Source: an optimization exercise on an open RTL-to-GDS flow (aim: a short achievable clock period and few clock cycles per item). Production flows keep margins and buffers that such runs may drop.
The RTL was checked by simulation tests, not by an equivalence proof against the original design.
The flow treats the clock pin as an ideal source. Dropping or thinning the clock tree relies on that and would not hold on a real chip.
Power figures rest on the tool's default switching activity, not on a simulated workload.

==> module alu, before the edit <==
module alu (
  input  wire logic [31:0] op1_i,
  input  wire logic [31:0] op2_i,
  input  wire logic [31:0] add1_i,      
  input  wire logic [31:0] add2_i,      
  input  wire logic        cin_i,       
  input  wire logic [31:0] shl_op_i,    
  input  wire logic [31:0] shr_op_i,    
  input  wire logic        fill_i,      
  input  wire logic [4:0]  shl_amt_i,   
  input  wire logic [4:0]  shr_amt_i,   
  input  wire logic [4:0]  shl_amt_n_i, 
  input  wire logic [4:0]  shr_amt_n_i,
  input  wire logic        sel_add_i,
  input  wire logic        sel_xor_i,
  input  wire logic        sel_or_i,
  input  wire logic        sel_and_i,
  input  wire logic        sel_slt_i,
  input  wire logic        sel_sltu_i,
  input  wire logic        sel_shl_i,
  input  wire logic        sel_shr_i,
  input  wire logic [5:0]  cond_i,      
  output logic [31:0]      result_o,
  output logic             taken_o
);
  logic [31:0] sum;
  logic [31:0] shl;
  logic [31:0] shr;
  logic        fill;
  logic [31:0] shl_st [6];
  logic [31:0] shr_st [6];
  logic        lt, ltu, eq;
  logic [31:0] add_g [6];
  logic [31:0] add_p [6];
  logic [31:0] add_x;
  always_comb begin
    add_x    = add1_i ^ add2_i;
    add_g[0] = add1_i & add2_i;
    add_p[0] = add_x;
    add_g[0][0] = add_g[0][0] | (add_p[0][0] & cin_i);
    for (int l = 0; l < 5; l++) begin
      for (int i = 0; i < 32; i++) begin
        if (i >= (1 << l)) begin
          add_g[l+1][i] = add_g[l][i] | (add_p[l][i] & add_g[l][i - (1 << l)]);
          add_p[l+1][i] = add_p[l][i] & add_p[l][i - (1 << l)];
        end else begin
          add_g[l+1][i] = add_g[l][i];
          add_p[l+1][i] = add_p[l][i];
        end
      end
    end
    sum = add_x ^ {add_g[5][30:0], cin_i};
  end
  logic [31:0] cmp_g [6];
  logic [31:0] cmp_p [6];
  always_comb begin
    cmp_g[0] = op1_i & ~op2_i;
    cmp_p[0] = op1_i | ~op2_i;
    cmp_g[0][0] = cmp_g[0][0] | cmp_p[0][0];
    for (int l = 0; l < 5; l++) begin
      for (int i = 0; i < 32; i++) begin
        if (i >= (1 << l)) begin
          cmp_g[l+1][i] = cmp_g[l][i] | (cmp_p[l][i] & cmp_g[l][i - (1 << l)]);
          cmp_p[l+1][i] = cmp_p[l][i] & cmp_p[l][i - (1 << l)];
        end else begin
          cmp_g[l+1][i] = cmp_g[l][i];
          cmp_p[l+1][i] = cmp_p[l][i];
        end
      end
    end
  end
  assign eq  = (op1_i == op2_i);
  assign ltu = ~cmp_g[5][31];
  assign lt  = ltu ^ op1_i[31] ^ op2_i[31];
  assign fill = fill_i & shr_op_i[31];
  always_comb begin
    shl_st[0] = shl_op_i;
    shr_st[0] = shr_op_i;
    for (int s = 0; s < 5; s++) begin
      for (int i = 0; i < 32; i++) begin
        if ((i < 16) ? shl_amt_i[s] : ~shl_amt_n_i[s]) begin
          shl_st[s+1][i] = (i >= (1 << s)) ? shl_st[s][i - (1 << s)] : 1'b0;
        end else begin
          shl_st[s+1][i] = shl_st[s][i];
        end
        if ((i < 16) ? shr_amt_i[s] : ~shr_amt_n_i[s]) begin
          shr_st[s+1][i] = (i + (1 << s) < 32) ? shr_st[s][i + (1 << s)] : fill;
        end else begin
          shr_st[s+1][i] = shr_st[s][i];
        end
      end
    end
  end
  assign shl = shl_st[5];
  assign shr = shr_st[5];
  assign result_o = sum | shl | shr
                  | ({32{sel_xor_i}} & (op1_i ^ op2_i))
                  | ({32{sel_or_i}}  & (op1_i | op2_i))
                  | ({32{sel_and_i}} & (op1_i & op2_i))
                  | {31'd0, (sel_slt_i & lt) | (sel_sltu_i & ltu)};
  assign taken_o = (cond_i[0] & eq)  | (cond_i[1] & ~eq) |
                   (cond_i[2] & lt)  | (cond_i[3] & ~lt) |
                   (cond_i[4] & ltu) | (cond_i[5] & ~ltu);
endmodule
export LEC_CHECK = 0
export ABC_CLOCK_PERIOD_IN_PS = 2000
export CAP_MARGIN = 20
export CORE_MARGIN = 2
export CORE_UTILIZATION = 40
export SLEW_MARGIN = 20
create_clock -name core_clock -period 9.0 [get_ports {clk_i}]
standard.sh (not shown) runs the stock make flow with config.mk's settings and CLKGATE_MAP_FILE= SYNTH_SCRIPT=/design/flow/synth_recipe.tcl, a recipe that flattens the netlist after the stock synthesis.
==> flow/flow/run.sh <==
#!/bin/bash
# Standard layout with two changes: timing repair aims further below the clock period,
# and the clock tree is a hand-built balanced three-level tree (flow/pre_cts.tcl).
set -e
export SETUP_SLACK_MARGIN=6.6
export PRE_CTS_TCL=$PWD/flow/pre_cts.tcl
bash standard.sh > standard.log 2>&1
Other scripts of this flow, unchanged in this note and not shown: flow/flow/mycts.tcl, flow/flow/pre_cts.tcl
The baseline completed with no timing, DRC or antenna violations.
Testbench counts at the start, summed over its fixed seeds: cycles 8,032, items 8,000.
Edit:
--- a/flow/design.v
+++ b/flow/design.v
@@ -143,54 +143,18 @@
   output logic             taken_o
 );
   logic [31:0] sum;
+  logic [32:0] sum_ext;
   logic [31:0] shl;
   logic [31:0] shr;
   logic        fill;
   logic [31:0] shl_st [6];
   logic [31:0] shr_st [6];
   logic        lt, ltu, eq;
-  logic [31:0] add_g [6];
-  logic [31:0] add_p [6];
-  logic [31:0] add_x;
-  always_comb begin
-    add_x    = add1_i ^ add2_i;
-    add_g[0] = add1_i & add2_i;
-    add_p[0] = add_x;
-    add_g[0][0] = add_g[0][0] | (add_p[0][0] & cin_i);
-    for (int l = 0; l < 5; l++) begin
-      for (int i = 0; i < 32; i++) begin
-        if (i >= (1 << l)) begin
-          add_g[l+1][i] = add_g[l][i] | (add_p[l][i] & add_g[l][i - (1 << l)]);
-          add_p[l+1][i] = add_p[l][i] & add_p[l][i - (1 << l)];
-        end else begin
-          add_g[l+1][i] = add_g[l][i];
-          add_p[l+1][i] = add_p[l][i];
-        end
-      end
-    end
-    sum = add_x ^ {add_g[5][30:0], cin_i};
-  end
-  logic [31:0] cmp_g [6];
-  logic [31:0] cmp_p [6];
-  always_comb begin
-    cmp_g[0] = op1_i & ~op2_i;
-    cmp_p[0] = op1_i | ~op2_i;
-    cmp_g[0][0] = cmp_g[0][0] | cmp_p[0][0];
-    for (int l = 0; l < 5; l++) begin
-      for (int i = 0; i < 32; i++) begin
-        if (i >= (1 << l)) begin
-          cmp_g[l+1][i] = cmp_g[l][i] | (cmp_p[l][i] & cmp_g[l][i - (1 << l)]);
-          cmp_p[l+1][i] = cmp_p[l][i] & cmp_p[l][i - (1 << l)];
-        end else begin
-          cmp_g[l+1][i] = cmp_g[l][i];
-          cmp_p[l+1][i] = cmp_p[l][i];
-        end
-      end
-    end
-  end
+  assign sum_ext = {add1_i, 1'b1} + {add2_i, cin_i};
+  assign sum     = sum_ext[32:1];
   assign eq  = (op1_i == op2_i);
-  assign ltu = ~cmp_g[5][31];
-  assign lt  = ltu ^ op1_i[31] ^ op2_i[31];
+  assign lt  = ($signed(op1_i) < $signed(op2_i));
+  assign ltu = (op1_i < op2_i);
   assign fill = fill_i & shr_op_i[31];
   always_comb begin
     shl_st[0] = shl_op_i;
Sequential cell count stays the same.
Critical path depth stays the same.
Combinational power fell by 3.0%.
Routed wire length rose by about 1.6%.
Synthesized area fell by 0.96%.
Die area fell by about 1%.
Core utilization rose by 0.55 points.
Total power fell by 1.2%.
Setup slack improves by 0.037 ns.
Hold slack improves by 0.028 ns.
Testbench counts after the change, summed over its fixed seeds: cycles 8,032, items 8,000.
No run of this note takes its clock network from TritonCTS; it comes from the design's own scripts or RTL.

==> afterwards: timing with drivers on the ports <==
No port has a modelled driver above. Below, the same layouts with a new extraction and two added sets of constraints.
Step 1 sets driving cells, clkbuf_16 on the clock port and buf_2 on the other inputs (assumed; they add their load-dependent delay and slew).
Step 2 adds t to the input delays and takes it off the output delays; t is the mean of the earliest and latest rising clock arrival at the registers after step 1. Input paths then give back, and output paths get back, about the clock's delay inside the block.
a / b / c = ideal ports / drivers / drivers and shift; a / b = the first two.
run	shift t [ns]	setup WS [ns]	worst slew at a driven data input, ns
the first run	0.815	5.883 / 5.819 / 5.639	0.23
the second run	0.790	5.920 / 5.879 / 5.692	0.18
After both steps setup and hold are still met in every run listed. The setup slack of the first run, which loses most, moves by -0.064 ns with the drivers and by -0.244 ns with both steps.
